From an optimization exercise on the open Yosys and OpenROAD flow, aimed at small area, a short achievable clock period and few clock cycles per item; shortcuts taken in it are not production practice. The RTL was checked by simulation tests, not by an equivalence proof against the original design. No activity file was given, so power comes from the tool's default toggle rates.

==> flow/design.v (excerpt) <==
module rv_core_top #(
	parameter int IMEM_AW = 12,
	parameter int DMEM_AW = 12
) (
	input  logic               CLK,
	input  logic               RSTn,
	output logic [IMEM_AW-1:0] i_mem_addr,
	input  logic [XLEN-1:0]    i_mem_rdata,
	output logic [REG_AW-1:0]  rf_ra1,
	output logic [REG_AW-1:0]  rf_ra2,
	input  logic [XLEN-1:0]    rf_rd1,
	input  logic [XLEN-1:0]    rf_rd2,
	output logic               rf_we,
	output logic [REG_AW-1:0]  rf_wa,
	output logic [XLEN-1:0]    rf_wd,
	output logic [DMEM_AW-1:0] d_mem_addr,
	output logic [XLEN-1:0]    d_mem_wdata,
	output logic               d_mem_we,
	input  logic [XLEN-1:0]    d_mem_rdata,
	output logic [31:0]        num_inst
);
Size: about 2200 cells after synthesis, about 170 flip-flops, ~270 I/O pins.
export LEC_CHECK = 0
export ABC_AREA = 1
export CAP_MARGIN = 20
export CORE_MARGIN = 2
export CORE_UTILIZATION = 30
export SETUP_SLACK_MARGIN = 2.8
export SLEW_MARGIN = 20
create_clock -name core_clock -period 6.5 [get_ports {CLK}]
standard.sh (not shown) runs the stock make flow with config.mk's settings and CLKGATE_MAP_FILE= SYNTH_SCRIPT=/design/flow/synth_recipe.tcl, a recipe that flattens the netlist after the stock synthesis.
==> flow/flow/run.sh <==
#!/bin/bash
# The standard layout (standard.sh, the standard flow's own ORFS run) with one change:
# the buffer that global placement puts on every input and output port is
# the smallest plain buffer, sky130_fd_sc_hd__buf_1, instead of ORFS's
# default pick (a clkdlybuf4s50_1 delay cell). Every port still gets its
# own buffer. ORFS writes each step's full log under orfs/logs/; the make
# output goes to standard.log here.
set -euo pipefail
export BUFFER_PORTS_ARGS="-buffer_cell sky130_fd_sc_hd__buf_1"
bash standard.sh finish > standard.log 2>&1 || { tail -50 standard.log; exit 1; }
tail -5 standard.log
The starting point finished clean.
Testbench counts at the start, summed over its fixed seeds: cycles 4,853, instructions 4,800.
==> next run, changes <==
- CORE_UTILIZATION: 30 -> 40
- CTS_BUF_LIST: default -> sky130_fd_sc_hd__clkbuf_4 sky130_fd_sc_hd__clkbuf_8
- SETUP_SLACK_MARGIN: 2.8 -> 3
What happened:
- The changed run ran to the end with no violations
- cell count fell by 4.4%
- register-to-register slack gains 0.06 ns
- via count barely changes
- sequential cell count does not change
- area after synthesis is unchanged
- synthesized cell count does not change
- sequential power stays flat


rv_core_top again, from the RTL that the note above started with.
==> flow/config.mk <==
export PLATFORM = sky130hd
export DESIGN_NAME = rv_core_top
export DESIGN_NICKNAME = rv_core_top
export VERILOG_FILES = /design/flow/design.v
export SDC_FILE = /design/flow/constraint.sdc
export NUM_CORES = 4
export LEC_CHECK = 0
export ABC_AREA = 1
export CAP_MARGIN = 20
export CORE_MARGIN = 2
export CORE_UTILIZATION = 30
export SETUP_SLACK_MARGIN = 3.2
export SLEW_MARGIN = 20
export TNS_END_PERCENT = 5
==> flow/constraint.sdc <==
create_clock -name core_clock -period 6.5 [get_ports {CLK}]
set_input_delay 1.3000 -clock core_clock [delete_from_list [all_inputs] [get_ports {CLK}]]
set_output_delay 1.3000 -clock core_clock [all_outputs]
set_load 0.01 [all_outputs]
run.sh (not shown) runs the stock make flow with config.mk's settings and CLKGATE_MAP_FILE= SYNTH_SCRIPT=/design/flow/synth_recipe.tcl, a recipe that flattens the netlist after the stock synthesis.
Stock flow here: none of the scripts above is used.
The baseline finished with timing, DRC and antenna clean.
Testbench counts at the start, summed over its fixed seeds: cycles 4,853, instructions 4,800.
Edit:
CORE_UTILIZATION = 50   (was 30)
SETUP_SLACK_MARGIN = 3.3   (was 3.2)
TNS_END_PERCENT = unset   (was 5)
=> The new run finished with timing, DRC and antenna clean. Cell area shrinks by 0.57%. Wire length is lower by 1.2%. Worst setup slack got worse by 0.084 ns. Clock skew rises by 0.0050 ns. Worst hold slack is worse by 0.026 ns. Non-clock buffer count fell by 5.
Edit:
CORE_UTILIZATION = 30   (was 50)
SETUP_SLACK_MARGIN = 3.4   (was 3.3)
What happened: The changed run ran to the end with no violations. Critical path depth shrinks by 3. Power hardly moves. Final area went up slightly. Combinational power came out lower by a few percent. Synthesized cell count does not change. Routed wire length rises slightly. Clock power hardly moves. Utilization shrinks by 27 points. Synthesized area is unchanged. Die area rises by well over a third. Flip-flop and latch count stays the same.
Edit:
==> flow/flow/run.sh (new file) <==
#!/bin/bash
# The standard layout (standard.sh, the standard flow's own ORFS run) with one change:
# the buffer that global placement puts on every input and output port is
# the smallest plain buffer, sky130_fd_sc_hd__buf_1, instead of ORFS's
# default pick (a clkdlybuf4s50_1 delay cell). Every port still gets its
# own buffer. ORFS writes each step's full log under orfs/logs/; the make
# output goes to standard.log here.
set -euo pipefail
export BUFFER_PORTS_ARGS="-buffer_cell sky130_fd_sc_hd__buf_1"
bash standard.sh finish > standard.log 2>&1 || { tail -50 standard.log; exit 1; }
tail -5 standard.log
==> flow/standard.sh (new file) <==
#!/bin/bash
# synth_recipe.tcl (not shown) runs the flow's synth.tcl, then flattens the netlist and writes it again
# the make line also repeats each setting of config.mk as NAME=value (left out here)
make -C /OpenROAD-flow-scripts/flow DESIGN_CONFIG=/design/flow/config.mk WORK_HOME=/design/flow/orfs CLKGATE_MAP_FILE= SYNTH_SCRIPT=/design/flow/synth_recipe.tcl "${@:-finish}"
CTS_BUF_LIST = sky130_fd_sc_hd__clkbuf_4 sky130_fd_sc_hd__clkbuf_8   (was unset)
SETUP_SLACK_MARGIN = 3   (was 3.4)
removed: flow/run.sh
=>
- via count went down by 3.2%
- total power went down by 14%
- global-route usage went down by 1.7 points
- sequential share of layout area went up by 3.3 points


## v51
rv_core_top again, from the RTL that the note above started with.
export LEC_CHECK = 0
export ABC_AREA = 1
export CAP_MARGIN = 20
export CORE_MARGIN = 2
export CORE_UTILIZATION = 30
export SETUP_SLACK_MARGIN = 3.3
export SLEW_MARGIN = 20
create_clock -name core_clock -period 6.5 [get_ports {CLK}]
standard.sh (not shown) runs the stock make flow with config.mk's settings and CLKGATE_MAP_FILE= SYNTH_SCRIPT=/design/flow/synth_recipe.tcl, a recipe that flattens the netlist after the stock synthesis.
==> flow/flow/run.sh <==
#!/bin/bash
# The standard layout (standard.sh, the standard flow's own ORFS run) with one change:
# the buffer that global placement puts on every input and output port is
# the smallest plain buffer, sky130_fd_sc_hd__buf_1, instead of ORFS's
# default pick (a clkdlybuf4s50_1 delay cell). Every port still gets its
# own buffer. ORFS writes each step's full log under orfs/logs/; the make
# output goes to standard.log here.
set -euo pipefail
export BUFFER_PORTS_ARGS="-buffer_cell sky130_fd_sc_hd__buf_1"
bash standard.sh finish > standard.log 2>&1 || { tail -50 standard.log; exit 1; }
tail -5 standard.log
Testbench counts of v51, summed over its fixed seeds: cycles 4,853, instructions 4,800.
For v56, these inputs were changed with respect to v51:
-- flow/config.mk --
<<< v51, line 11
export CORE_UTILIZATION = 30
export SETUP_SLACK_MARGIN = 3.3
export SLEW_MARGIN = 20
>>> v56, line 11
export CORE_UTILIZATION = 30
export CTS_BUF_LIST = sky130_fd_sc_hd__clkbuf_2 sky130_fd_sc_hd__clkbuf_4 sky130_fd_sc_hd__clkbuf_8
export SETUP_SLACK_MARGIN = 3
export SLEW_MARGIN = 20
==> comparison <==
Compared with v51, v56 has less setup slack.
The share of the clock period used by the worst path of v56 is higher than that of v51.
Row wire length after detailed routing: v56 lower / v51 higher
The time the final worst path needs with I/O delays and setup of v56 was inferior to that of v51.
v51 completed every stage of the flow, and the final layout passed the timing, design-rule and antenna checks.
v56 finished every step from synthesis to the final layout, and the layout passed the timing, design-rule and antenna checks.
Note that the internal power contribution recorded for v51 amounts to 1.16 times the value seen in v56.
The following lists how v58 was set up differently from v56:
-- flow/config.mk --
<<< v56, line 11
export CORE_UTILIZATION = 30
export CTS_BUF_LIST = sky130_fd_sc_hd__clkbuf_2 sky130_fd_sc_hd__clkbuf_4 sky130_fd_sc_hd__clkbuf_8
export SETUP_SLACK_MARGIN = 3
>>> v58, line 11
export CORE_UTILIZATION = 30
export CTS_BUF_LIST = sky130_fd_sc_hd__clkbuf_4 sky130_fd_sc_hd__clkbuf_8
export GPL_TIMING_DRIVEN = 0
export SETUP_SLACK_MARGIN = 3
==> comparison <==
Summary — number of antenna violations at the first check in global routing, v58 relative to v56: lower, by 1. From v56 to v58 the numbers moved as follows: flip-flop and latch share of the layout cell area has decreased, site row count held, number of vias per cell after detailed routing climbed 0.055, time the final worst path needs with I/O delays and setup increased by 0.16 ns relative to the old numbers. On synthesized area, v56 and v58 are neck and neck.
Relative to v58, the following input files were edited for v10:
-- flow/config.mk --
<<< v58, line 10
export CORE_MARGIN = 2
export CORE_UTILIZATION = 30
export CTS_BUF_LIST = sky130_fd_sc_hd__clkbuf_4 sky130_fd_sc_hd__clkbuf_8
export GPL_TIMING_DRIVEN = 0
export SETUP_SLACK_MARGIN = 3
>>> v10, line 10
export CORE_MARGIN = 2
export CORE_UTILIZATION = 22
export CTS_BUF_LIST = sky130_fd_sc_hd__clkbuf_4 sky130_fd_sc_hd__clkbuf_8
export SETUP_SLACK_MARGIN = 3
==> comparison <==
Every stage of the flow completed for v10, and the final layout passed the timing, design-rule and antenna checks. Diff v58 -> v10: final cell count picked up an extra 88; largest driver fanout on the critical path picked up an extra 13; worst hold slack neither gained nor lost much. From v58 to v10 the numbers moved as follows: global routing usage on met3 down 1.7 points, quantity of gates resized following cts lower, routed wire length went down.
What v27 does differently from v10 at the input level:
-- flow/config.mk --
<<< v10, line 10
export CORE_MARGIN = 2
export CORE_UTILIZATION = 22
export CTS_BUF_LIST = sky130_fd_sc_hd__clkbuf_4 sky130_fd_sc_hd__clkbuf_8
export SETUP_SLACK_MARGIN = 3
>>> v27, line 10
export CORE_MARGIN = 2
export CORE_UTILIZATION = 30
export SETUP_SLACK_MARGIN = 3
==> comparison <==
- The routed via count was comparable across v27 and v10.
- Global-route usage (lower): v10
- Die outline area delta for v27 relative to v10: 17000 um2 lower
- Of the two values seen for critical path's slowest cell, sky130_fd_sc_hd__mux2_2 was produced by v10 and sky130_fd_sc_hd__ha_1 by v27.
- Delta (v27 minus v10): number of antenna repair diodes rose by 1; clock share of power rose by 3.7 points; area added between synthesis and finish fell by 0.37 points.
#### Input delta (v40 over v27)
==> flow/run.sh (new file) <==
#!/bin/bash
# synth_recipe.tcl (not shown) runs the flow's synth.tcl, then flattens the netlist and writes it again
# the make line also repeats each setting of config.mk as NAME=value (left out here)
make -C /OpenROAD-flow-scripts/flow DESIGN_CONFIG=/design/flow/config.mk WORK_HOME=/design/flow/orfs CLKGATE_MAP_FILE= SYNTH_SCRIPT=/design/flow/synth_recipe.tcl finish
removed: flow/flow/run.sh
removed: flow/standard.sh
[summary]
[diff] routed wire length, v40 relative to v27: regression. End point of the critical path = u_decode.e_ea[12]: v27; end point of the critical path = rf_ra2[1]: v40. v40 gives less switching portion of total power than v27 did. Note that the post-route standard cell area excluding fillers recorded for v27 amounts to 0.892 times the value seen in v40. Via count up 1.6% in v40 wrt v27. | net switching component of the power | lower: v27 |. v27 ended up with fewer cell instances than v40 did. v27 → v40: iteration-0 DRC count of the detailed router now sits higher; final design utilization now sits higher; fraction of the cycle the final worst path needs now sits higher.

-- separate check: timing with driven ports --
No port has a modelled driver above. Below, the same layouts with a new extraction and two added sets of constraints.
Step 1 (the two cells are an assumption about what drives the block):
set clk [get_ports {CLK}]
set_driving_cell -lib_cell sky130_fd_sc_hd__clkbuf_16 $clk
set_driving_cell -lib_cell sky130_fd_sc_hd__buf_2 [delete_from_list [all_inputs] $clk]
Step 2 also shifts input and output timing later by t, the mid clock arrival at the registers, as if the neighbouring blocks saw the same clock.
Three values: no drivers, after step 1, after step 2; two values: the first two.
run	t (ns)	setup WS [ns]	clock arrival spread, ns	slew at the worst register clock pin (ns)	worst slew at a driven data input, ns
the first run of note 1	0.503	2.982 / 2.961 / 2.458	0.014 / 0.014	0.08 / 0.08	0.08
the second run of note 1	0.529	3.016 / 3.005 / 2.476	0.022 / 0.022	0.12 / 0.12	0.08
the first run of note 2	0.499	3.048 / 3.023 / 2.612	0.010 / 0.010	0.08 / 0.08	0.08
the second run of note 2	0.488	2.964 / 2.960 / 2.472	0.015 / 0.014	0.08 / 0.08	0.09
the third run of note 2	0.502	3.028 / 3.042 / 2.539	0.018 / 0.017	0.08 / 0.08	0.09
the fourth run of note 2	0.538	3.131 / 3.137 / 2.598	0.025 / 0.025	0.11 / 0.11	0.08
v51	0.498	3.157 / 3.170 / 2.672	0.016 / 0.016	0.08 / 0.08	0.09
v56	0.538	3.131 / 3.137 / 2.598	0.025 / 0.025	0.11 / 0.11	0.08
v58	0.542	2.967 / 2.996 / 2.454	0.026 / 0.025	0.11 / 0.11	0.08
v10	0.544	3.133 / 3.136 / 2.592	0.021 / 0.021	0.11 / 0.11	0.09
v27	0.502	3.082 / 3.112 / 2.610	0.023 / 0.023	0.08 / 0.08	0.07
v40	0.503	3.051 / 3.026 / 2.601	0.020 / 0.020	0.08 / 0.08	0.09
After both steps every run listed still meets setup and hold. The setup slack of v10, which loses most, moves by +0.003 ns with the drivers and by -0.541 ns with both steps.
